This is an optimization exercise on Yosys and OpenROAD, whose aim is small area, not a production implementation.
No functional check of the RTL was part of this run.
Power is estimated from default activity; no workload was simulated.

===== flow/config.mk =====
export PLATFORM = sky130hd
export DESIGN_NAME = valu_top
export DESIGN_NICKNAME = valu_top
export VERILOG_FILES = /design/flow/design.v
export SDC_FILE = /design/flow/constraint.sdc
export NUM_CORES = 4
export LEC_CHECK = 0
export ABC_AREA = 1
export CAP_MARGIN = 20
export CORE_MARGIN = 2
export CORE_UTILIZATION = 40
export SLEW_MARGIN = 20
export SYNTH_HIERARCHICAL = 1

===== flow/standard.sh =====
#!/bin/bash
# synth_recipe.tcl (not shown) runs the flow's synth.tcl, then flattens the netlist and writes it again
# the make line also repeats each setting of config.mk as NAME=value (left out here)
make -C /OpenROAD-flow-scripts/flow DESIGN_CONFIG=/design/flow/config.mk WORK_HOME=/design/flow/orfs CLKGATE_MAP_FILE= SYNTH_SCRIPT=/design/flow/synth_recipe.tcl "${@:-finish}"

===== flow/flow/run.sh =====
#!/bin/bash
# The standard layout with the standard synthesis unchanged, with two changes:
#  - the port buffers are plain buf_1 cells (buffer_ports otherwise picks a delay-buffer cell)
#  - clock tree synthesis adds no dummy loads at the clock tree leaves
# The make output (every tool's log is also kept under orfs/logs) goes to standard.log.
set -euo pipefail
bash standard.sh \
  BUFFER_PORTS_ARGS="-buffer_cell sky130_fd_sc_hd__buf_1" \
  CTS_ARGS="-sink_clustering_enable -repair_clock_nets -dont_use_dummy_load -sink_clustering_size 16 -sink_clustering_max_diameter 60 -buf_list sky130_fd_sc_hd__clkbuf_8" \
  finish > standard.log 2>&1

===== flow/constraint.sdc =====
create_clock -name core_clock -period 7.0 [get_ports {clk}]
set_input_delay 1.4000 -clock core_clock [delete_from_list [all_inputs] [get_ports {clk}]]
set_output_delay 1.4000 -clock core_clock [all_outputs]
set_load 0.01 [all_outputs]

===== flow/design.v =====
package valu_op_pkg;
  typedef enum logic [2:0] {
    VOP_MUL    = 3'b000,
    VOP_MULA   = 3'b001,
    VOP_MULTAC = 3'b010,
    VOP_ADD    = 3'b011,
    VOP_SUB    = 3'b100,
    VOP_ADDAC  = 3'b101,
    VOP_MTAC   = 3'b110
  } vop_e;
  localparam logic [2:0] VOP_ILLEGAL_CODE = 3'b111;
endpackage
package valu_ctrl_pkg;
  typedef enum logic {
    MODE_FULL = 1'b0,
    MODE_HALF = 1'b1
  } elem_mode_e;
  typedef enum logic [1:0] {
    ADDEND_ZERO  = 2'd0,
    ADDEND_B     = 2'd1,
    ADDEND_ACCUM = 2'd2
  } addend_sel_e;
  typedef struct packed {
    elem_mode_e  mode;
    addend_sel_e addend_sel;
    logic        negate_b;
  } add_ctrl_t;
  typedef struct packed {
    elem_mode_e mode;
    logic       saturate;
    logic       save_to_accum;
  } round_ctrl_t;
endpackage
import valu_op_pkg::*;
module valu_decode (
  input  logic [2:0] in_op,
  output logic       is_mul,
  output logic       add_b,
  output logic       neg_b,
  output logic       use_acc,
  output logic       save
);
  assign is_mul  = (in_op == VOP_MUL) || (in_op == VOP_MULA) || (in_op == VOP_MULTAC);
  assign add_b   = (in_op == VOP_ADD) || (in_op == VOP_SUB);
  assign neg_b   = (in_op == VOP_SUB);
  assign use_acc = (in_op == VOP_MULA) || (in_op == VOP_ADDAC);
  assign save    = (in_op == VOP_MULTAC) || (in_op == VOP_MTAC);
endmodule
module valu_fa (
  input  logic x,
  input  logic y,
  input  logic z,
  output logic s,
  output logic c
);
  assign s = x ^ y ^ z;
  assign c = (x & y) | (x & z) | (y & z);
endmodule
module valu_add (
  input  logic [15:0] a,
  input  logic [15:0] b,
  input  logic        half,
  input  logic        frac,
  input  logic        is_mul,
  input  logic        add_b,
  input  logic        neg_b,
  output logic [17:0] q
);
  logic mul;
  assign mul = is_mul;
  wire n1 = b[7] & ~half;
  wire n2 = a[0] & ~half;
  wire n3 = a[1] & ~half;
  wire n4 = a[2] & ~half;
  wire n5 = a[3] & ~half;
  wire n6 = a[4] & ~half;
  wire n7 = a[5] & ~half;
  wire n8 = a[6] & ~half;
  wire n9 = a[7] & ~half;
  wire n10 = a[8] & ~half;
  wire n11 = a[9] & ~half;
  wire n12 = a[10] & ~half;
  wire n13 = a[11] & ~half;
  wire n14 = a[12] & ~half;
  wire n15 = a[13] & ~half;
  wire n16 = a[14] & ~half;
  wire n17 = a[15] & ~half;
  wire n18 = half ? a[7] : a[8];
  wire n19 = ~half;
  wire n20 = mul ? (b[0] ^ 1'b0) : 1'b1;
  wire n21 = mul & ((b[1] & ~b[0] & ~1'b0) | (~b[1] & b[0] & 1'b0));
  wire n22 = mul & b[1];
  wire n23 = n22 ^ half;
  wire n24 = n22 & ~half;
  wire n25 = ((a[0] & n20) | (1'b0 & n21)) ^ n22;
  wire n26 = ((a[1] & n20) | (a[0] & n21)) ^ n22;
  wire n27 = ((a[2] & n20) | (a[1] & n21)) ^ n22;
  wire n28 = ((a[3] & n20) | (a[2] & n21)) ^ n22;
  wire n29 = ((a[4] & n20) | (a[3] & n21)) ^ n22;
  wire n30 = ((a[5] & n20) | (a[4] & n21)) ^ n22;
  wire n31 = ((a[6] & n20) | (a[5] & n21)) ^ n22;
  wire n32 = ((a[7] & n20) | (a[6] & n21)) ^ n22;
  wire n33 = ((n18 & n20) | (a[7] & n21)) ^ n23;
  wire n34 = ((n11 & n20) | (n10 & n21)) ^ n24;
  wire n35 = ((n12 & n20) | (n11 & n21)) ^ n24;
  wire n36 = ((n13 & n20) | (n12 & n21)) ^ n24;
  wire n37 = ((n14 & n20) | (n13 & n21)) ^ n24;
  wire n38 = ((n15 & n20) | (n14 & n21)) ^ n24;
  wire n39 = ((n16 & n20) | (n15 & n21)) ^ n24;
  wire n40 = ((n17 & n20) | (n16 & n21)) ^ n24;
  wire n41 = ~(((n17 & n20) | (n17 & n21)) ^ n24);
  wire n42 = mul & (b[2] ^ b[1]);
  wire n43 = mul & ((b[3] & ~b[2] & ~b[1]) | (~b[3] & b[2] & b[1]));
  wire n44 = mul & b[3];
  wire n45 = n44 ^ half;
  wire n46 = n44 & ~half;
  wire n47 = ((a[0] & n42) | (1'b0 & n43)) ^ n44;
  wire n48 = ((a[1] & n42) | (a[0] & n43)) ^ n44;
  wire n49 = ((a[2] & n42) | (a[1] & n43)) ^ n44;
  wire n50 = ((a[3] & n42) | (a[2] & n43)) ^ n44;
  wire n51 = ((a[4] & n42) | (a[3] & n43)) ^ n44;
  wire n52 = ((a[5] & n42) | (a[4] & n43)) ^ n44;
  wire n53 = ((a[6] & n42) | (a[5] & n43)) ^ n44;
  wire n54 = ((a[7] & n42) | (a[6] & n43)) ^ n44;
  wire n55 = ((n18 & n42) | (a[7] & n43)) ^ n45;
  wire n56 = ((n11 & n42) | (n10 & n43)) ^ n46;
  wire n57 = ((n12 & n42) | (n11 & n43)) ^ n46;
  wire n58 = ((n13 & n42) | (n12 & n43)) ^ n46;
  wire n59 = ((n14 & n42) | (n13 & n43)) ^ n46;
  wire n60 = ((n15 & n42) | (n14 & n43)) ^ n46;
  wire n61 = ((n16 & n42) | (n15 & n43)) ^ n46;
  wire n62 = ((n17 & n42) | (n16 & n43)) ^ n46;
  wire n63 = ~(((n17 & n42) | (n17 & n43)) ^ n46);
  wire n64 = mul & (b[4] ^ b[3]);
  wire n65 = mul & ((b[5] & ~b[4] & ~b[3]) | (~b[5] & b[4] & b[3]));
  wire n66 = mul & b[5];
  wire n67 = n66 ^ half;
  wire n68 = n66 & ~half;
  wire n69 = ((a[0] & n64) | (1'b0 & n65)) ^ n66;
  wire n70 = ((a[1] & n64) | (a[0] & n65)) ^ n66;
  wire n71 = ((a[2] & n64) | (a[1] & n65)) ^ n66;
  wire n72 = ((a[3] & n64) | (a[2] & n65)) ^ n66;
  wire n73 = ((a[4] & n64) | (a[3] & n65)) ^ n66;
  wire n74 = ((a[5] & n64) | (a[4] & n65)) ^ n66;
  wire n75 = ((a[6] & n64) | (a[5] & n65)) ^ n66;
  wire n76 = ((a[7] & n64) | (a[6] & n65)) ^ n66;
  wire n77 = ((n18 & n64) | (a[7] & n65)) ^ n67;
  wire n78 = ((n11 & n64) | (n10 & n65)) ^ n68;
  wire n79 = ((n12 & n64) | (n11 & n65)) ^ n68;
  wire n80 = ((n13 & n64) | (n12 & n65)) ^ n68;
  wire n81 = ((n14 & n64) | (n13 & n65)) ^ n68;
  wire n82 = ((n15 & n64) | (n14 & n65)) ^ n68;
  wire n83 = ((n16 & n64) | (n15 & n65)) ^ n68;
  wire n84 = ((n17 & n64) | (n16 & n65)) ^ n68;
  wire n85 = ~(((n17 & n64) | (n17 & n65)) ^ n68);
  wire n86 = mul & (b[6] ^ b[5]);
  wire n87 = mul & ((b[7] & ~b[6] & ~b[5]) | (~b[7] & b[6] & b[5]));
  wire n88 = mul & b[7];
  wire n89 = n88 ^ half;
  wire n90 = n88 & ~half;
  wire n91 = ((a[0] & n86) | (1'b0 & n87)) ^ n88;
  wire n92 = ((a[1] & n86) | (a[0] & n87)) ^ n88;
  wire n93 = ((a[2] & n86) | (a[1] & n87)) ^ n88;
  wire n94 = ((a[3] & n86) | (a[2] & n87)) ^ n88;
  wire n95 = ((a[4] & n86) | (a[3] & n87)) ^ n88;
  wire n96 = ((a[5] & n86) | (a[4] & n87)) ^ n88;
  wire n97 = ((a[6] & n86) | (a[5] & n87)) ^ n88;
  wire n98 = ((a[7] & n86) | (a[6] & n87)) ^ n88;
  wire n99 = ((n18 & n86) | (a[7] & n87)) ^ n89;
  wire n100 = ((n11 & n86) | (n10 & n87)) ^ n90;
  wire n101 = ((n12 & n86) | (n11 & n87)) ^ n90;
  wire n102 = ((n13 & n86) | (n12 & n87)) ^ n90;
  wire n103 = ((n14 & n86) | (n13 & n87)) ^ n90;
  wire n104 = ((n15 & n86) | (n14 & n87)) ^ n90;
  wire n105 = ((n16 & n86) | (n15 & n87)) ^ n90;
  wire n106 = ((n17 & n86) | (n16 & n87)) ^ n90;
  wire n107 = ~(((n17 & n86) | (n17 & n87)) ^ n90);
  wire n108 = mul ? (b[8] ^ n1) : half;
  wire n109 = mul & ((b[9] & ~b[8] & ~n1) | (~b[9] & b[8] & n1));
  wire n110 = mul & b[9];
  wire n111 = n110 & ~half;
  wire n112 = n110 & half;
  wire n113 = ((n2 & n108) | (1'b0 & n109)) ^ n111;
  wire n114 = ((n3 & n108) | (n2 & n109)) ^ n111;
  wire n115 = ((n4 & n108) | (n3 & n109)) ^ n111;
  wire n116 = ((n5 & n108) | (n4 & n109)) ^ n111;
  wire n117 = ((n6 & n108) | (n5 & n109)) ^ n111;
  wire n118 = ((n7 & n108) | (n6 & n109)) ^ n111;
  wire n119 = ((n8 & n108) | (n7 & n109)) ^ n111;
  wire n120 = ((n9 & n108) | (n8 & n109)) ^ n111;
  wire n121 = ((a[8] & n108) | (n9 & n109)) ^ n110;
  wire n122 = ((a[9] & n108) | (a[8] & n109)) ^ n110;
  wire n123 = ((a[10] & n108) | (a[9] & n109)) ^ n110;
  wire n124 = ((a[11] & n108) | (a[10] & n109)) ^ n110;
  wire n125 = ((a[12] & n108) | (a[11] & n109)) ^ n110;
  wire n126 = ((a[13] & n108) | (a[12] & n109)) ^ n110;
  wire n127 = ((a[14] & n108) | (a[13] & n109)) ^ n110;
  wire n128 = ((a[15] & n108) | (a[14] & n109)) ^ n110;
  wire n129 = ~(((a[15] & n108) | (a[15] & n109)) ^ n110);
  wire n130 = mul & (b[10] ^ b[9]);
  wire n131 = mul & ((b[11] & ~b[10] & ~b[9]) | (~b[11] & b[10] & b[9]));
  wire n132 = mul & b[11];
  wire n133 = n132 & ~half;
  wire n134 = n132 & half;
  wire n135 = ((n2 & n130) | (1'b0 & n131)) ^ n133;
  wire n136 = ((n3 & n130) | (n2 & n131)) ^ n133;
  wire n137 = ((n4 & n130) | (n3 & n131)) ^ n133;
  wire n138 = ((n5 & n130) | (n4 & n131)) ^ n133;
  wire n139 = ((n6 & n130) | (n5 & n131)) ^ n133;
  wire n140 = ((n7 & n130) | (n6 & n131)) ^ n133;
  wire n141 = ((n8 & n130) | (n7 & n131)) ^ n133;
  wire n142 = ((n9 & n130) | (n8 & n131)) ^ n133;
  wire n143 = ((a[8] & n130) | (n9 & n131)) ^ n132;
  wire n144 = ((a[9] & n130) | (a[8] & n131)) ^ n132;
  wire n145 = ((a[10] & n130) | (a[9] & n131)) ^ n132;
  wire n146 = ((a[11] & n130) | (a[10] & n131)) ^ n132;
  wire n147 = ((a[12] & n130) | (a[11] & n131)) ^ n132;
  wire n148 = ((a[13] & n130) | (a[12] & n131)) ^ n132;
  wire n149 = ((a[14] & n130) | (a[13] & n131)) ^ n132;
  wire n150 = ((a[15] & n130) | (a[14] & n131)) ^ n132;
  wire n151 = ~(((a[15] & n130) | (a[15] & n131)) ^ n132);
  wire n152 = mul & (b[12] ^ b[11]);
  wire n153 = mul & ((b[13] & ~b[12] & ~b[11]) | (~b[13] & b[12] & b[11]));
  wire n154 = mul & b[13];
  wire n155 = n154 & ~half;
  wire n156 = n154 & half;
  wire n157 = ((n2 & n152) | (1'b0 & n153)) ^ n155;
  wire n158 = ((n3 & n152) | (n2 & n153)) ^ n155;
  wire n159 = ((n4 & n152) | (n3 & n153)) ^ n155;
  wire n160 = ((n5 & n152) | (n4 & n153)) ^ n155;
  wire n161 = ((n6 & n152) | (n5 & n153)) ^ n155;
  wire n162 = ((n7 & n152) | (n6 & n153)) ^ n155;
  wire n163 = ((n8 & n152) | (n7 & n153)) ^ n155;
  wire n164 = ((n9 & n152) | (n8 & n153)) ^ n155;
  wire n165 = ((a[8] & n152) | (n9 & n153)) ^ n154;
  wire n166 = ((a[9] & n152) | (a[8] & n153)) ^ n154;
  wire n167 = ((a[10] & n152) | (a[9] & n153)) ^ n154;
  wire n168 = ((a[11] & n152) | (a[10] & n153)) ^ n154;
  wire n169 = ((a[12] & n152) | (a[11] & n153)) ^ n154;
  wire n170 = ((a[13] & n152) | (a[12] & n153)) ^ n154;
  wire n171 = ((a[14] & n152) | (a[13] & n153)) ^ n154;
  wire n172 = ((a[15] & n152) | (a[14] & n153)) ^ n154;
  wire n173 = ~(((a[15] & n152) | (a[15] & n153)) ^ n154);
  wire n174 = mul & (b[14] ^ b[13]);
  wire n175 = mul & ((b[15] & ~b[14] & ~b[13]) | (~b[15] & b[14] & b[13]));
  wire n176 = mul & b[15];
  wire n177 = n176 & ~half;
  wire n178 = n176 & half;
  wire n179 = ((n2 & n174) | (1'b0 & n175)) ^ n177;
  wire n180 = ((n3 & n174) | (n2 & n175)) ^ n177;
  wire n181 = ((n4 & n174) | (n3 & n175)) ^ n177;
  wire n182 = ((n5 & n174) | (n4 & n175)) ^ n177;
  wire n183 = ((n6 & n174) | (n5 & n175)) ^ n177;
  wire n184 = ((n7 & n174) | (n6 & n175)) ^ n177;
  wire n185 = ((n8 & n174) | (n7 & n175)) ^ n177;
  wire n186 = ((n9 & n174) | (n8 & n175)) ^ n177;
  wire n187 = ((a[8] & n174) | (n9 & n175)) ^ n176;
  wire n188 = ((a[9] & n174) | (a[8] & n175)) ^ n176;
  wire n189 = ((a[10] & n174) | (a[9] & n175)) ^ n176;
  wire n190 = ((a[11] & n174) | (a[10] & n175)) ^ n176;
  wire n191 = ((a[12] & n174) | (a[11] & n175)) ^ n176;
  wire n192 = ((a[13] & n174) | (a[12] & n175)) ^ n176;
  wire n193 = ((a[14] & n174) | (a[13] & n175)) ^ n176;
  wire n194 = ((a[15] & n174) | (a[14] & n175)) ^ n176;
  wire n195 = ~(((a[15] & n174) | (a[15] & n175)) ^ n176);
  wire n196 = add_b & (b[0] ^ neg_b);
  wire n197 = add_b & (b[1] ^ neg_b);
  wire n198 = add_b & (b[2] ^ neg_b);
  wire n199 = add_b & (b[3] ^ neg_b);
  wire n200 = add_b & (b[4] ^ neg_b);
  wire n201 = add_b & (b[5] ^ neg_b);
  wire n202 = add_b & (b[6] ^ neg_b);
  wire n203 = add_b & (b[7] ^ neg_b);
  wire n204 = add_b & ((half ? b[7] : b[8]) ^ neg_b);
  wire n205 = add_b & (b[9] ^ neg_b);
  wire n206 = add_b & (b[10] ^ neg_b);
  wire n207 = add_b & (b[11] ^ neg_b);
  wire n208 = add_b & (b[12] ^ neg_b);
  wire n209 = add_b & (b[13] ^ neg_b);
  wire n210 = add_b & (b[14] ^ neg_b);
  wire n211 = add_b & (b[15] ^ neg_b);
  wire n212 = add_b & ((half ? b[8] : b[15]) ^ neg_b);
  wire n213 = add_b & (b[9] ^ neg_b);
  wire n214 = add_b & (b[10] ^ neg_b);
  wire n215 = add_b & (b[11] ^ neg_b);
  wire n216 = add_b & (b[12] ^ neg_b);
  wire n217 = add_b & (b[13] ^ neg_b);
  wire n218 = add_b & (b[14] ^ neg_b);
  wire n219 = add_b & (b[15] ^ neg_b);
  wire n220 = add_b & (b[15] ^ neg_b);
  wire n221 = neg_b & half;
  wire n222, n223;
  valu_fa fa_n222 (.x(neg_b), .y(n22), .z(n25), .s(n222), .c(n223));
  wire n224, n225;
  valu_fa fa_n224 (.x(n26), .y(n197), .z(n223), .s(n224), .c(n225));
  wire n226, n227;
  valu_fa fa_n226 (.x(n44), .y(n27), .z(n47), .s(n226), .c(n227));
  wire n228, n229;
  valu_fa fa_n228 (.x(n198), .y(n226), .z(n225), .s(n228), .c(n229));
  wire n230, n231;
  valu_fa fa_n230 (.x(n28), .y(n48), .z(n199), .s(n230), .c(n231));
  wire n232, n233;
  valu_fa fa_n232 (.x(n227), .y(n230), .z(n229), .s(n232), .c(n233));
  wire n234, n235;
  valu_fa fa_n234 (.x(n66), .y(n29), .z(n49), .s(n234), .c(n235));
  wire n236, n237;
  valu_fa fa_n236 (.x(n69), .y(n200), .z(n234), .s(n236), .c(n237));
  wire n238, n239;
  valu_fa fa_n238 (.x(n231), .y(n236), .z(n233), .s(n238), .c(n239));
  wire n240, n241;
  valu_fa fa_n240 (.x(n30), .y(n50), .z(n70), .s(n240), .c(n241));
  wire n242, n243;
  valu_fa fa_n242 (.x(n201), .y(n235), .z(n240), .s(n242), .c(n243));
  wire n244, n245;
  valu_fa fa_n244 (.x(n237), .y(n242), .z(n239), .s(n244), .c(n245));
  wire n246, n247;
  valu_fa fa_n246 (.x(n88), .y(n31), .z(n51), .s(n246), .c(n247));
  wire n248, n249;
  valu_fa fa_n248 (.x(n71), .y(n91), .z(n202), .s(n248), .c(n249));
  wire n250, n251;
  valu_fa fa_n250 (.x(n241), .y(n246), .z(n248), .s(n250), .c(n251));
  wire n252, n253;
  valu_fa fa_n252 (.x(n243), .y(n250), .z(n245), .s(n252), .c(n253));
  wire n254, n255;
  valu_fa fa_n254 (.x(n32), .y(n52), .z(n72), .s(n254), .c(n255));
  wire n256, n257;
  valu_fa fa_n256 (.x(n92), .y(n203), .z(n247), .s(n256), .c(n257));
  wire n258, n259;
  valu_fa fa_n258 (.x(n254), .y(n249), .z(n256), .s(n258), .c(n259));
  wire n260, n261;
  valu_fa fa_n260 (.x(n251), .y(n258), .z(n253), .s(n260), .c(n261));
  wire n262, n263;
  valu_fa fa_n262 (.x(half), .y(n111), .z(n53), .s(n262), .c(n263));
  wire n264, n265;
  valu_fa fa_n264 (.x(n73), .y(n93), .z(n33), .s(n264), .c(n265));
  wire n266, n267;
  valu_fa fa_n266 (.x(n113), .y(n204), .z(n255), .s(n266), .c(n267));
  wire n268, n269;
  valu_fa fa_n268 (.x(n262), .y(n264), .z(n257), .s(n268), .c(n269));
  wire n270, n271;
  valu_fa fa_n270 (.x(n266), .y(n259), .z(n268), .s(n270), .c(n271));
  wire n272, n273;
  valu_fa fa_n272 (.x(half), .y(n54), .z(n74), .s(n272), .c(n273));
  wire n274, n275;
  valu_fa fa_n274 (.x(n94), .y(n34), .z(n114), .s(n274), .c(n275));
  wire n276, n277;
  valu_fa fa_n276 (.x(n205), .y(n263), .z(n265), .s(n276), .c(n277));
  wire n278, n279;
  valu_fa fa_n278 (.x(n272), .y(n274), .z(n267), .s(n278), .c(n279));
  wire n280, n281;
  valu_fa fa_n280 (.x(n276), .y(n269), .z(n278), .s(n280), .c(n281));
  wire n282, n283;
  valu_fa fa_n282 (.x(n133), .y(n75), .z(n95), .s(n282), .c(n283));
  wire n284, n285;
  valu_fa fa_n284 (.x(n35), .y(n55), .z(n115), .s(n284), .c(n285));
  wire n286, n287;
  valu_fa fa_n286 (.x(n135), .y(n206), .z(n273), .s(n286), .c(n287));
  wire n288, n289;
  valu_fa fa_n288 (.x(n275), .y(n282), .z(n284), .s(n288), .c(n289));
  wire n290, n291;
  valu_fa fa_n290 (.x(n277), .y(n286), .z(n288), .s(n290), .c(n291));
  wire n292, n293;
  valu_fa fa_n292 (.x(n279), .y(n290), .z(n281), .s(n292), .c(n293));
  wire n294, n295;
  valu_fa fa_n294 (.x(half), .y(n76), .z(n96), .s(n294), .c(n295));
  wire n296, n297;
  valu_fa fa_n296 (.x(n36), .y(n56), .z(n116), .s(n296), .c(n297));
  wire n298, n299;
  valu_fa fa_n298 (.x(n136), .y(n207), .z(n283), .s(n298), .c(n299));
  wire n300, n301;
  valu_fa fa_n300 (.x(n285), .y(n294), .z(n296), .s(n300), .c(n301));
  wire n302, n303;
  valu_fa fa_n302 (.x(n287), .y(n298), .z(n289), .s(n302), .c(n303));
  wire n304, n305;
  valu_fa fa_n304 (.x(n300), .y(n291), .z(n302), .s(n304), .c(n305));
  wire n306, n307;
  valu_fa fa_n306 (.x(n155), .y(n97), .z(n37), .s(n306), .c(n307));
  wire n308, n309;
  valu_fa fa_n308 (.x(n57), .y(n77), .z(n117), .s(n308), .c(n309));
  wire n310, n311;
  valu_fa fa_n310 (.x(n137), .y(n157), .z(n208), .s(n310), .c(n311));
  wire n312, n313;
  valu_fa fa_n312 (.x(n295), .y(n297), .z(n306), .s(n312), .c(n313));
  wire n314, n315;
  valu_fa fa_n314 (.x(n308), .y(n310), .z(n299), .s(n314), .c(n315));
  wire n316, n317;
  valu_fa fa_n316 (.x(n301), .y(n312), .z(n314), .s(n316), .c(n317));
  wire n318, n319;
  valu_fa fa_n318 (.x(n303), .y(n316), .z(n305), .s(n318), .c(n319));
  wire n320, n321;
  valu_fa fa_n320 (.x(half), .y(n98), .z(n38), .s(n320), .c(n321));
  wire n322, n323;
  valu_fa fa_n322 (.x(n58), .y(n78), .z(n118), .s(n322), .c(n323));
  wire n324, n325;
  valu_fa fa_n324 (.x(n138), .y(n158), .z(n209), .s(n324), .c(n325));
  wire n326, n327;
  valu_fa fa_n326 (.x(n307), .y(n309), .z(n320), .s(n326), .c(n327));
  wire n328, n329;
  valu_fa fa_n328 (.x(n322), .y(n311), .z(n324), .s(n328), .c(n329));
  wire n330, n331;
  valu_fa fa_n330 (.x(n313), .y(n326), .z(n328), .s(n330), .c(n331));
  wire n332, n333;
  valu_fa fa_n332 (.x(n315), .y(n330), .z(n317), .s(n332), .c(n333));
  wire n334, n335;
  valu_fa fa_n334 (.x(n177), .y(n39), .z(n59), .s(n334), .c(n335));
  wire n336, n337;
  valu_fa fa_n336 (.x(n79), .y(n99), .z(n119), .s(n336), .c(n337));
  wire n338, n339;
  valu_fa fa_n338 (.x(n139), .y(n159), .z(n179), .s(n338), .c(n339));
  wire n340, n341;
  valu_fa fa_n340 (.x(n210), .y(n321), .z(n323), .s(n340), .c(n341));
  wire n342, n343;
  valu_fa fa_n342 (.x(n334), .y(n336), .z(n338), .s(n342), .c(n343));
  wire n344, n345;
  valu_fa fa_n344 (.x(n325), .y(n327), .z(n340), .s(n344), .c(n345));
  wire n346, n347;
  valu_fa fa_n346 (.x(n342), .y(n329), .z(n344), .s(n346), .c(n347));
  wire n348, n349;
  valu_fa fa_n348 (.x(n331), .y(n346), .z(n333), .s(n348), .c(n349));
  wire n350, n351;
  valu_fa fa_n350 (.x(half), .y(n40), .z(n60), .s(n350), .c(n351));
  wire n352 = n351 & ~half;
  wire n353, n354;
  valu_fa fa_n353 (.x(n80), .y(n100), .z(n120), .s(n353), .c(n354));
  wire n355 = n354 & ~half;
  wire n356, n357;
  valu_fa fa_n356 (.x(n140), .y(n160), .z(n180), .s(n356), .c(n357));
  wire n358 = n357 & ~half;
  wire n359, n360;
  valu_fa fa_n359 (.x(n211), .y(n335), .z(n337), .s(n359), .c(n360));
  wire n361 = n360 & ~half;
  wire n362, n363;
  valu_fa fa_n362 (.x(n339), .y(n350), .z(n353), .s(n362), .c(n363));
  wire n364 = n363 & ~half;
  wire n365, n366;
  valu_fa fa_n365 (.x(n356), .y(n341), .z(n343), .s(n365), .c(n366));
  wire n367 = n366 & ~half;
  wire n368, n369;
  valu_fa fa_n368 (.x(n359), .y(n362), .z(n345), .s(n368), .c(n369));
  wire n370 = n369 & ~half;
  wire n371, n372;
  valu_fa fa_n371 (.x(n365), .y(n347), .z(n368), .s(n371), .c(n372));
  wire n373 = n372 & ~half;
  wire n374 = ~(n221 ^ n112);
  wire n375 = n221 | n112;
  wire n376, n377;
  valu_fa fa_n376 (.x(n41), .y(n61), .z(n81), .s(n376), .c(n377));
  wire n378, n379;
  valu_fa fa_n378 (.x(n101), .y(n121), .z(n141), .s(n378), .c(n379));
  wire n380, n381;
  valu_fa fa_n380 (.x(n161), .y(n181), .z(n374), .s(n380), .c(n381));
  wire n382, n383;
  valu_fa fa_n382 (.x(n212), .y(n376), .z(n378), .s(n382), .c(n383));
  wire n384, n385;
  valu_fa fa_n384 (.x(n380), .y(n352), .z(n355), .s(n384), .c(n385));
  wire n386, n387;
  valu_fa fa_n386 (.x(n358), .y(n382), .z(n361), .s(n386), .c(n387));
  wire n388, n389;
  valu_fa fa_n388 (.x(n364), .y(n384), .z(n386), .s(n388), .c(n389));
  wire n390, n391;
  valu_fa fa_n390 (.x(n367), .y(n370), .z(n388), .s(n390), .c(n391));
  wire n392 = ~(n122 ^ n375);
  wire n393 = n122 | n375;
  wire n394, n395;
  valu_fa fa_n394 (.x(n62), .y(n82), .z(n102), .s(n394), .c(n395));
  wire n396, n397;
  valu_fa fa_n396 (.x(n142), .y(n162), .z(n182), .s(n396), .c(n397));
  wire n398, n399;
  valu_fa fa_n398 (.x(n213), .y(n377), .z(n379), .s(n398), .c(n399));
  wire n400, n401;
  valu_fa fa_n400 (.x(n381), .y(n392), .z(n394), .s(n400), .c(n401));
  wire n402, n403;
  valu_fa fa_n402 (.x(n396), .y(n383), .z(n398), .s(n402), .c(n403));
  wire n404, n405;
  valu_fa fa_n404 (.x(n400), .y(n385), .z(n402), .s(n404), .c(n405));
  wire n406, n407;
  valu_fa fa_n406 (.x(n387), .y(n404), .z(n389), .s(n406), .c(n407));
  wire n408, n409;
  valu_fa fa_n408 (.x(n134), .y(n123), .z(n63), .s(n408), .c(n409));
  wire n410, n411;
  valu_fa fa_n410 (.x(n83), .y(n103), .z(n143), .s(n410), .c(n411));
  wire n412, n413;
  valu_fa fa_n412 (.x(n163), .y(n183), .z(n214), .s(n412), .c(n413));
  wire n414, n415;
  valu_fa fa_n414 (.x(n393), .y(n395), .z(n397), .s(n414), .c(n415));
  wire n416, n417;
  valu_fa fa_n416 (.x(n408), .y(n410), .z(n412), .s(n416), .c(n417));
  wire n418, n419;
  valu_fa fa_n418 (.x(n399), .y(n401), .z(n414), .s(n418), .c(n419));
  wire n420, n421;
  valu_fa fa_n420 (.x(n416), .y(n403), .z(n418), .s(n420), .c(n421));
  wire n422, n423;
  valu_fa fa_n422 (.x(n405), .y(n420), .z(n407), .s(n422), .c(n423));
  wire n424 = ~(n124 ^ n144);
  wire n425 = n124 | n144;
  wire n426, n427;
  valu_fa fa_n426 (.x(n84), .y(n104), .z(n164), .s(n426), .c(n427));
  wire n428, n429;
  valu_fa fa_n428 (.x(n184), .y(n215), .z(n409), .s(n428), .c(n429));
  wire n430, n431;
  valu_fa fa_n430 (.x(n411), .y(n424), .z(n426), .s(n430), .c(n431));
  wire n432, n433;
  valu_fa fa_n432 (.x(n413), .y(n415), .z(n428), .s(n432), .c(n433));
  wire n434, n435;
  valu_fa fa_n434 (.x(n430), .y(n417), .z(n419), .s(n434), .c(n435));
  wire n436, n437;
  valu_fa fa_n436 (.x(n432), .y(n421), .z(n434), .s(n436), .c(n437));
  wire n438, n439;
  valu_fa fa_n438 (.x(n156), .y(n125), .z(n145), .s(n438), .c(n439));
  wire n440, n441;
  valu_fa fa_n440 (.x(n85), .y(n105), .z(n165), .s(n440), .c(n441));
  wire n442, n443;
  valu_fa fa_n442 (.x(n185), .y(n216), .z(n425), .s(n442), .c(n443));
  wire n444, n445;
  valu_fa fa_n444 (.x(n427), .y(n438), .z(n440), .s(n444), .c(n445));
  wire n446, n447;
  valu_fa fa_n446 (.x(n429), .y(n442), .z(n431), .s(n446), .c(n447));
  wire n448, n449;
  valu_fa fa_n448 (.x(n444), .y(n433), .z(n446), .s(n448), .c(n449));
  wire n450, n451;
  valu_fa fa_n450 (.x(n435), .y(n448), .z(n437), .s(n450), .c(n451));
  wire n452 = ~(n126 ^ n146);
  wire n453 = n126 | n146;
  wire n454, n455;
  valu_fa fa_n454 (.x(n166), .y(n106), .z(n186), .s(n454), .c(n455));
  wire n456, n457;
  valu_fa fa_n456 (.x(n217), .y(n439), .z(n441), .s(n456), .c(n457));
  wire n458, n459;
  valu_fa fa_n458 (.x(n452), .y(n454), .z(n443), .s(n458), .c(n459));
  wire n460, n461;
  valu_fa fa_n460 (.x(n445), .y(n456), .z(n458), .s(n460), .c(n461));
  wire n462, n463;
  valu_fa fa_n462 (.x(n447), .y(n460), .z(n449), .s(n462), .c(n463));
  wire n464, n465;
  valu_fa fa_n464 (.x(n178), .y(n127), .z(n147), .s(n464), .c(n465));
  wire n466, n467;
  valu_fa fa_n466 (.x(n167), .y(n107), .z(n187), .s(n466), .c(n467));
  wire n468, n469;
  valu_fa fa_n468 (.x(n218), .y(n453), .z(n455), .s(n468), .c(n469));
  wire n470, n471;
  valu_fa fa_n470 (.x(n464), .y(n466), .z(n457), .s(n470), .c(n471));
  wire n472, n473;
  valu_fa fa_n472 (.x(n468), .y(n459), .z(n470), .s(n472), .c(n473));
  wire n474, n475;
  valu_fa fa_n474 (.x(n461), .y(n472), .z(n463), .s(n474), .c(n475));
  wire n476 = ~(n128 ^ n148);
  wire n477 = n128 | n148;
  wire n478, n479;
  valu_fa fa_n478 (.x(n168), .y(n188), .z(n219), .s(n478), .c(n479));
  wire n480, n481;
  valu_fa fa_n480 (.x(n465), .y(n467), .z(n476), .s(n480), .c(n481));
  wire n482, n483;
  valu_fa fa_n482 (.x(n478), .y(n469), .z(n480), .s(n482), .c(n483));
  wire n484, n485;
  valu_fa fa_n484 (.x(n471), .y(n482), .z(n473), .s(n484), .c(n485));
  wire n486, n487;
  valu_fa fa_n486 (.x(n129), .y(n149), .z(n169), .s(n486), .c(n487));
  wire n488, n489;
  valu_fa fa_n488 (.x(n189), .y(n220), .z(n477), .s(n488), .c(n489));
  wire n490, n491;
  valu_fa fa_n490 (.x(n486), .y(n479), .z(n481), .s(n490), .c(n491));
  wire n492, n493;
  valu_fa fa_n492 (.x(n488), .y(n483), .z(n490), .s(n492), .c(n493));
  wire n494 = ~(n150 ^ n170);
  wire n495 = n150 | n170;
  wire n496, n497;
  valu_fa fa_n496 (.x(n190), .y(n487), .z(n494), .s(n496), .c(n497));
  wire n498, n499;
  valu_fa fa_n498 (.x(n489), .y(n496), .z(n491), .s(n498), .c(n499));
  wire n500, n501;
  valu_fa fa_n500 (.x(n151), .y(n171), .z(n191), .s(n500), .c(n501));
  wire n502, n503;
  valu_fa fa_n502 (.x(n495), .y(n500), .z(n497), .s(n502), .c(n503));
  wire n504 = ~(n172 ^ n192);
  wire n505 = n172 | n192;
  wire n506, n507;
  valu_fa fa_n506 (.x(n501), .y(n504), .z(n503), .s(n506), .c(n507));
  wire n508, n509;
  valu_fa fa_n508 (.x(n173), .y(n193), .z(n505), .s(n508), .c(n509));
  wire n510 = ~(n194 ^ n509);
  wire n511 = n194 | n509;
  wire n512 = n196 ^ n222;
  wire n513 = n196 & n222;
  wire n514 = n224 ^ n513;
  wire n515 = n224 & n513;
  wire n516 = n228 ^ n515;
  wire n517 = n228 & n515;
  wire n518 = n232 ^ n517;
  wire n519 = n232 & n517;
  wire n520 = n238 ^ n519;
  wire n521 = n238 & n519;
  wire n522 = n244 ^ n521;
  wire n523 = n244 & n521;
  wire n524 = n252 & 1'b0;
  wire n525 = n252 ^ 1'b0;
  wire n526 = n260 & 1'b0;
  wire n527 = n260 ^ 1'b0;
  wire n528 = n261 & n270;
  wire n529 = n261 ^ n270;
  wire n530 = n271 & n280;
  wire n531 = n271 ^ n280;
  wire n532 = n292 & 1'b0;
  wire n533 = n292 ^ 1'b0;
  wire n534 = n293 & n304;
  wire n535 = n293 ^ n304;
  wire n536 = n318 & 1'b0;
  wire n537 = n318 ^ 1'b0;
  wire n538 = n319 & n332;
  wire n539 = n319 ^ n332;
  wire n540 = n348 & 1'b0;
  wire n541 = n348 ^ 1'b0;
  wire n542 = n349 & n371;
  wire n543 = n349 ^ n371;
  wire n544 = n542 & ~half;
  wire n545 = n543 & ~half;
  wire n546 = n373 & n390;
  wire n547 = n373 ^ n390;
  wire n548 = n391 & n406;
  wire n549 = n391 ^ n406;
  wire n550 = n422 & 1'b0;
  wire n551 = n422 ^ 1'b0;
  wire n552 = n423 & n436;
  wire n553 = n423 ^ n436;
  wire n554 = n450 & 1'b0;
  wire n555 = n450 ^ 1'b0;
  wire n556 = n451 & n462;
  wire n557 = n451 ^ n462;
  wire n558 = n474 & 1'b0;
  wire n559 = n474 ^ 1'b0;
  wire n560 = n475 & n484;
  wire n561 = n475 ^ n484;
  wire n562 = n485 & n492;
  wire n563 = n485 ^ n492;
  wire n564 = n493 & n498;
  wire n565 = n493 ^ n498;
  wire n566 = n499 & n502;
  wire n567 = n499 ^ n502;
  wire n568 = n506 & 1'b0;
  wire n569 = n506 ^ 1'b0;
  wire n570 = n507 & n508;
  wire n571 = n507 ^ n508;
  wire n572 = n510 & 1'b0;
  wire n573 = n510 ^ 1'b0;
  wire n574 = n195 & n511;
  wire n575 = n195 ^ n511;
  wire n576 = 1'b1 & 1'b0;
  wire n577 = 1'b1 ^ 1'b0;
  wire n578 = n524 | (n525 & n523);
  wire n579 = n526 | (n527 & n578);
  wire n580 = n527 & n525;
  wire n581 = n530 | (n531 & n528);
  wire n582 = n531 & n529;
  wire n583 = n534 | (n535 & n532);
  wire n584 = n535 & n533;
  wire n585 = n538 | (n539 & n536);
  wire n586 = n539 & n537;
  wire n587 = n544 | (n545 & n540);
  wire n588 = n545 & n541;
  wire n589 = n548 | (n549 & n546);
  wire n590 = n549 & n547;
  wire n591 = n552 | (n553 & n550);
  wire n592 = n553 & n551;
  wire n593 = n556 | (n557 & n554);
  wire n594 = n557 & n555;
  wire n595 = n560 | (n561 & n558);
  wire n596 = n561 & n559;
  wire n597 = n564 | (n565 & n562);
  wire n598 = n565 & n563;
  wire n599 = n568 | (n569 & n566);
  wire n600 = n569 & n567;
  wire n601 = n572 | (n573 & n570);
  wire n602 = n573 & n571;
  wire n603 = n576 | (n577 & n574);
  wire n604 = n577 & n575;
  wire n605 = n528 | (n529 & n579);
  wire n606 = n529 & n580;
  wire n607 = n581 | (n582 & n579);
  wire n608 = n582 & n580;
  wire n609 = n536 | (n537 & n583);
  wire n610 = n537 & n584;
  wire n611 = n585 | (n586 & n583);
  wire n612 = n586 & n584;
  wire n613 = n546 | (n547 & n587);
  wire n614 = n547 & n588;
  wire n615 = n589 | (n590 & n587);
  wire n616 = n590 & n588;
  wire n617 = n554 | (n555 & n591);
  wire n618 = n555 & n592;
  wire n619 = n593 | (n594 & n591);
  wire n620 = n594 & n592;
  wire n621 = n562 | (n563 & n595);
  wire n622 = n563 & n596;
  wire n623 = n597 | (n598 & n595);
  wire n624 = n598 & n596;
  wire n625 = n570 | (n571 & n599);
  wire n626 = n571 & n600;
  wire n627 = n601 | (n602 & n599);
  wire n628 = n602 & n600;
  wire n629 = n532 | (n533 & n607);
  wire n630 = n533 & n608;
  wire n631 = n583 | (n584 & n607);
  wire n632 = n584 & n608;
  wire n633 = n609 | (n610 & n607);
  wire n634 = n610 & n608;
  wire n635 = n611 | (n612 & n607);
  wire n636 = n612 & n608;
  wire n637 = n550 | (n551 & n615);
  wire n638 = n551 & n616;
  wire n639 = n591 | (n592 & n615);
  wire n640 = n592 & n616;
  wire n641 = n617 | (n618 & n615);
  wire n642 = n618 & n616;
  wire n643 = n619 | (n620 & n615);
  wire n644 = n620 & n616;
  wire n645 = n566 | (n567 & n623);
  wire n646 = n567 & n624;
  wire n647 = n599 | (n600 & n623);
  wire n648 = n600 & n624;
  wire n649 = n625 | (n626 & n623);
  wire n650 = n626 & n624;
  wire n651 = n627 | (n628 & n623);
  wire n652 = n628 & n624;
  wire n653 = n540 | (n541 & n635);
  wire n654 = n541 & n636;
  wire n655 = n587 | (n588 & n635);
  wire n656 = n588 & n636;
  wire n657 = n613 | (n614 & n635);
  wire n658 = n614 & n636;
  wire n659 = n615 | (n616 & n635);
  wire n660 = n616 & n636;
  wire n661 = n637 | (n638 & n635);
  wire n662 = n638 & n636;
  wire n663 = n639 | (n640 & n635);
  wire n664 = n640 & n636;
  wire n665 = n641 | (n642 & n635);
  wire n666 = n642 & n636;
  wire n667 = n643 | (n644 & n635);
  wire n668 = n644 & n636;
  wire n669 = n574 | (n575 & n651);
  wire n670 = n575 & n652;
  wire n671 = n603 | (n604 & n651);
  wire n672 = n604 & n652;
  wire n673 = n558 | (n559 & n667);
  wire n674 = n559 & n668;
  wire n675 = n595 | (n596 & n667);
  wire n676 = n596 & n668;
  wire n677 = n621 | (n622 & n667);
  wire n678 = n622 & n668;
  wire n679 = n623 | (n624 & n667);
  wire n680 = n624 & n668;
  wire n681 = n645 | (n646 & n667);
  wire n682 = n646 & n668;
  wire n683 = n647 | (n648 & n667);
  wire n684 = n648 & n668;
  wire n685 = n649 | (n650 & n667);
  wire n686 = n650 & n668;
  wire n687 = n651 | (n652 & n667);
  wire n688 = n652 & n668;
  wire n689 = n669 | (n670 & n667);
  wire n690 = n670 & n668;
  wire n691 = n671 | (n672 & n667);
  wire n692 = n672 & n668;
  wire n693 = n525 ^ n523;
  wire n694 = n527 ^ n578;
  wire n695 = n529 ^ n579;
  wire n696 = n531 ^ n605;
  wire n697 = n533 ^ n607;
  wire n698 = n535 ^ n629;
  wire n699 = n537 ^ n631;
  wire n700 = n539 ^ n633;
  wire n701 = n541 ^ n635;
  wire n702 = n543 ^ n653;
  wire n703 = n547 ^ n655;
  wire n704 = n549 ^ n657;
  wire n705 = n551 ^ n659;
  wire n706 = n553 ^ n661;
  wire n707 = n555 ^ n663;
  wire n708 = n557 ^ n665;
  wire n709 = n559 ^ n667;
  wire n710 = n561 ^ n673;
  wire n711 = n563 ^ n675;
  wire n712 = n565 ^ n677;
  wire n713 = n567 ^ n679;
  wire n714 = n569 ^ n681;
  wire n715 = n571 ^ n683;
  wire n716 = n573 ^ n685;
  wire n717 = n575 ^ n687;
  wire n718 = n577 ^ n689;
  logic [31:0] p;
  assign p = {n718, n717, n716, n715, n714, n713, n712, n711, n710, n709, n708, n707, n706, n705, n704, n703, n702, n701, n700, n699, n698, n697, n696, n695, n694, n693, n522, n520, n518, n516, n514, n512};
  logic shift;
  assign shift = is_mul && frac;
  always_comb begin
    for (int k = 0; k < 8; k++) begin
      if (shift) q[k] = half ? p[7+k] : p[15+k];
      else       q[k] = p[k];
      if (shift)     q[9+k] = p[23+k];
      else if (half) q[9+k] = p[16+k];
      else           q[9+k] = p[8+k];
    end
    if (!half)      q[8] = 1'b1;
    else if (shift) q[8] = p[15];
    else            q[8] = p[8];
    if (is_mul)     q[17] = p[31];
    else if (half)  q[17] = p[24];
    else            q[17] = p[16];
  end
endmodule
module valu_round (
  input  logic [17:0] q,
  input  logic [15:0] acc,
  input  logic        use_acc,
  input  logic        half,
  input  logic        frac,
  output logic [15:0] r
);
  logic [17:0] d;
  logic [17:0] s;
  logic [18:0] c;
  logic        sat_hi, sat_lo;
  assign d = {acc[15], acc[15:8], half & acc[7], acc[7:0]} & {18{use_acc}};
  assign c[0] = 1'b0;
  assign s[0] = q[0] ^ d[0];
  assign c[1] = q[0] & d[0];
  for (genvar i = 1; i < 18; i++) begin : g_bit
    if (i == 8) begin : g_top
      assign s[i] = q[i] ^ d[i] ^ c[i];
    end else begin : g_fa
      valu_fa valu_fa_i (.x(q[i]), .y(d[i]), .z(c[i]), .s(s[i]), .c(c[i+1]));
    end
  end
  logic [7:0] gg, pp;
  logic [3:0] g2, p2;
  logic [1:0] g4;
  assign gg = q[7:0] & d[7:0];
  assign pp = q[7:0] | d[7:0];
  for (genvar k = 0; k < 4; k++) begin : g_la2
    assign g2[k] = gg[2*k+1] | (pp[2*k+1] & gg[2*k]);
    assign p2[k] = pp[2*k+1] & pp[2*k];
  end
  assign g4[0] = g2[1] | (p2[1] & g2[0]);
  assign g4[1] = g2[3] | (p2[3] & g2[2]);
  assign c[9]  = ~half & (g4[1] | (p2[3] & p2[2] & g4[0]));
  assign sat_hi = frac && (s[17] != s[16]);
  assign sat_lo = frac && (s[8] != s[7]);
  always_comb begin
    r[15:8] = sat_hi ? {s[17], {7{~s[17]}}} : s[16:9];
    if (half) r[7:0] = sat_lo ? {s[8], {7{~s[8]}}} : s[7:0];
    else      r[7:0] = sat_hi ? {8{~s[17]}} : s[7:0];
  end
endmodule
import valu_op_pkg::*;
module valu_top (
  input  logic                   clk,
  input  logic                   reset,
  input  logic                   in_valid,
  input  valu_op_pkg::vop_e      in_op,
  input  logic                   in_frac,
  input  logic                   in_half,
  input  logic [(4 * 16)-1:0] in_a,
  input  logic [(4 * 16)-1:0] in_b,
  output logic                   result_valid,
  output logic [(4 * 16)-1:0] result
);
  logic [63:0]     a0, b0;
  logic            frac0, half0;
  logic            is_mul, add_b, neg_b, use_acc, save;
  logic            mul0, add_b0, neg_b0, use_acc0, save0;
  logic [4*18-1:0] q_next, q1;
  logic [63:0]     r_next, r2;
  logic [63:0]     acc;
  logic            acc_set;
  logic            v0, v1, v2;
  logic            frac1, half1, acc1, save1;
  valu_decode valu_decode_i (.in_op, .is_mul, .add_b, .neg_b, .use_acc, .save);
  for (genvar l = 0; l < 4; l++) begin : g_lane
    valu_add valu_add_i (
      .a(a0[16*l +: 16]), .b(b0[16*l +: 16]), .half(half0), .frac(frac0),
      .is_mul(mul0), .add_b(add_b0), .neg_b(neg_b0), .q(q_next[18*l +: 18])
    );
    valu_round valu_round_i (
      .q(q1[18*l +: 18]), .acc(acc[16*l +: 16]), .use_acc(acc1 && acc_set), .half(half1),
      .frac(frac1),
      .r(r_next[16*l +: 16])
    );
  end
  always_ff @(posedge clk or posedge reset) begin
    if (reset) begin
      v0           <= 1'b0;
      v1           <= 1'b0;
      v2           <= 1'b0;
      result_valid <= 1'b0;
      acc_set      <= 1'b0;
    end else begin
      v0           <= in_valid;
      v1           <= v0;
      v2           <= v1;
      result_valid <= v2;
      if (v1 && save1) acc_set <= 1'b1;
    end
  end
  always_ff @(posedge clk) begin
    if (v1 && save1) acc <= r_next;
  end
  always_ff @(posedge clk) begin
    a0     <= in_a;
    b0     <= in_b;
    mul0     <= is_mul;
    add_b0   <= add_b;
    neg_b0   <= neg_b;
    use_acc0 <= use_acc;
    save0    <= save;
    frac0  <= in_frac;
    half0  <= in_half;
    q1     <= q_next;
    frac1  <= frac0;
    half1  <= half0;
    acc1   <= use_acc0;
    save1  <= save0;
    r2     <= r_next;
    result <= r2;
  end
endmodule

==> out/metrics.cfg <==
[detailed_routing]
first_pass_iters=6
viasPerCell=5.32
highest_layer=met4
wl_met3_mm=9.32
wl_met1_mm=53.9
routed-via-count=33099
drt_iter0_drc=2970
drt.antenna.violating_nets=0
drc_errors=0
wl_per_cell_um=19.7
drt_wl_total_mm=122
wl_met2_mm=55.0

[layout]
syn2layout_area_growth_pct=7.45
nFillCells=10284
layout_common_cells=781 x nand2_1, 600 x fa_1, 540 x xor2_1
mostFrequentLayoutCell=nand2_1
utilization=0.433
nets=5736
drive_above_1_share=0.0849

[grt]
grt_pass1_wl_mm=191
grt_overflow_total=0
track_usage=0.227
antenna_found_initial=2
first_global_vias=32976
grt_max_degree=66

[yosys]
syn-instance-count=4646
synth_ff_type=dfxtp_1
syn_nets=5538
ys_seq_area_frac=0.212
ys_ff_latch=408
yosysWarnings=9
synth.distinct_cells=42
synthArstFlopShare=0.0123
postSynthAreaPerCell_um2=8.98
synth-edff-count=64
netlist_area_um2=41700

[worst_setup_path]
crit_path_end_kind=flop
r2r_start=acc_set
critPathLaunch=acc_set
path_class=flop to flop
cp_max_fo=21
crit_required_ns=7.35
rr_worst_depth=22
arrival_ns=6.97
crit_path_start_kind=flop

[cts]
cts_tree=built
cts_hold_buf=0
clockBufferDepth=3
cts_buffers=49
cts_htree_levels=2
root_buffer=clkbuf_8
clkLatencyLatePin_ns=0.77
clk_pin_slew_worst_paths_ns=0.10
cts.sinks=408

[sta]
setup_ws_ns=0.379
tightest_slew_ns=0.931
setup_viol=0
setup_tns_ns=0
relSlewSlack=0.379
max_freq_mhz=151
period_share=0.946
clock_skew_ns=0.150
final_hold_viol_count=0
rsz0062_at_grt=false
min_period_ns=6.62
slew_viol_final=0

[place]
port_buffers=200
pre_cts_ws_ns=0.374
dp_hpwl_mm=98.3
gp_congestion=0.973

[floorplanning]
die_width_um=327
rows=118
start_util=0.403
die_y_um=327
ioPinCount=201
dieArea_um2=107000
design.core.area_um2=103000

[job]
max_cap_violations=0

[min_path]
min_path_cells=0
hold_start=r2[13]
hp-class=flop to flop

[run_status]
status=finished clean

[power_and_ir_drop]
ir_drop_v=0.000259
power.leakage_nw=22.0
power.density_nw_per_um2=422
power_mw=18.9

==> Yosys stat by module, one instance, submodules excluded <==
| module | flops+latches | cells inside | area (um2) |
|---|---|---|---|
| valu_add | 0 | 755 | 4570 |
| valu_decode | 0 | 11 | 43.8 |
| valu_top | 408 | 415 | 8860 |
| valu_fa | 0 | 1 | 20.0 |
| valu_round | 0 | 151 | 653 |
==> flip-flops by register name, indices dropped and copies added, names as in the netlist, 64 cells and up <==
register  cells
a0           64
result       64
b0           64
acc          64
q1           72
r2           64
==> path summary, 6_finish.rpt <==
kind                                 to  slack [ns]
max in group asynchronous  result_valid        6.21
setup / recovery                acc[39]        0.38
min in group asynchronous       acc_set        0.51
hold reg to reg              result[13]        0.26
setup reg to reg                acc[39]        0.38
hold / removal               result[13]        0.26
==> power by group <==
part	switching (mW)	internal, mW	leakage [nW]
registers	0.377	3.28	3.50
clock network	0.836	0.612	0.352
logic	8.36	5.47	18.1
==> cells by family after synthesis <==
family / Yosys count / synth area share
and+or+nand+nor: 1261 / 0.131
AOI/OAI and AO/OA: 897 / 0.126
adders and majority gates: 756 / 0.335
buffers and inverters: 744 / 0.0751
xor gates and xnor gates: 580 / 0.122
DFF: 408 / 0.212
==> cell usage after synthesis (5+ instances only) <==
cell type  number  area (um2)
o21bai_1       20         150
inv_1         456        1710
clkinv_1       12        45.0
o21ai_1        24         120
buf_6          32         360
dfxtp_1       339        6790
xnor2_1        40         350
or2_2          12        75.1
a21oi_2         8        70.1
o21ai_0       164         821
a21oi_1       185         926
nand4_1         8        50.1
inv_2         112         420
buf_4           8        60.1
xor2_1        540        4730
o22ai_1       460        2880
nand2_1       781        2930
dfrtp_1         5         125
nor3_4         12         195
nor3_2         12         120
o21ai_2         8        70.1
clkbuf_1       52         195
nand3_1       149         746
buf_1          16        60.1
ha_1          156        1950
a31oi_1        16         100
edfxtp_1       64        1920
nor2_2         16         100
nand2_2        40         250
fa_1          600       12000
buf_2          52         260
nor2_1        207         777
==> metal layers <==
layer | GRT usage | vias up
li1 | - | 15483
met1 | 0.319 | 16056
met2 | 0.356 | 1347
met3 | 0.0403 | 213
met4 | 0.0721 | 0
met5 | 0 | -
==> critical path, cell delays in order (launching register included) <==
cell	delay (ns)
dfrtp_1	0.40
nand2_1	0.10
inv_4	0.15
buf_4	0.23
nand2_1	0.10
inv_1	0.08
nand3_1	0.08
nand2_1	0.05
a21oi_1	0.15
a21oi_1	0.12
fa_1	0.46
fa_1	0.43
fa_1	0.43
fa_1	0.43
fa_1	0.42
fa_1	0.43
fa_1	0.43
fa_1	0.42
fa_1	0.57
xor2_1	0.24
nand2_4	0.16
a21oi_1	0.20
a31oi_1	0.08
==> what timing repair did <==
action / CTS / global route
buffers inserted: 0 / 8
resized for setup: 0 / 9
setup endpoints to repair: 0 / 39
==> per-stage QoR <==
step           hold slack (ns)  area [um2]  cells
2_1_floorplan            0.310       41700   4646
3_3_place_gp             0.312       44000   6164
3_5_place_dp             0.312       44000   6164
4_1_cts                  0.253       44700   6213
5_1_grt                  0.256       44800   6223
6_report                 0.258       44800   6223
==> layout make-up <==
cell class	count	area, um2	share of cell area
multi-input cells	3494	29800	0.664
flip-flops and latches	408	8850	0.197
inverters	584	2200	0.0491
well taps	1380	1730	0.0385
repair buffers	307	1610	0.0359
clock buffers	49	674	0.0150
diodes	1	2.50	0.0000558

what the ideal ports hide:
How much do the figures lean on ideal ports? The routed layout below was timed once more, with nothing changed but the port constraints. Step 1 (the two cells are an assumption about what drives the block):
set clk [get_ports {clk}]
set_driving_cell -lib_cell sky130_fd_sc_hd__clkbuf_16 $clk
set_driving_cell -lib_cell sky130_fd_sc_hd__buf_2 [delete_from_list [all_inputs] $clk]
Step 2 moves the port delays by t, midway between the first and last clock arrival at a register: inputs arrive t later, outputs are due t later. That takes back most of the time a late clock gives input paths. a / b / c = no drivers / after step 1 / after step 2; a / b = the first two.
shift t [ns]: 0.757
setup WS [ns]: 0.379 / 0.379 / 0.379
worst hold slack (ns): 0.258 / 0.258 / 0.258
latest minus earliest clock arrival (ns): 0.158 / 0.158
pins driven straight from the clock port: 1
After both steps setup and hold are still met in this run. For this run, drivers alone change the setup slack by 0.000 ns; drivers and shift together by 0.000 ns.
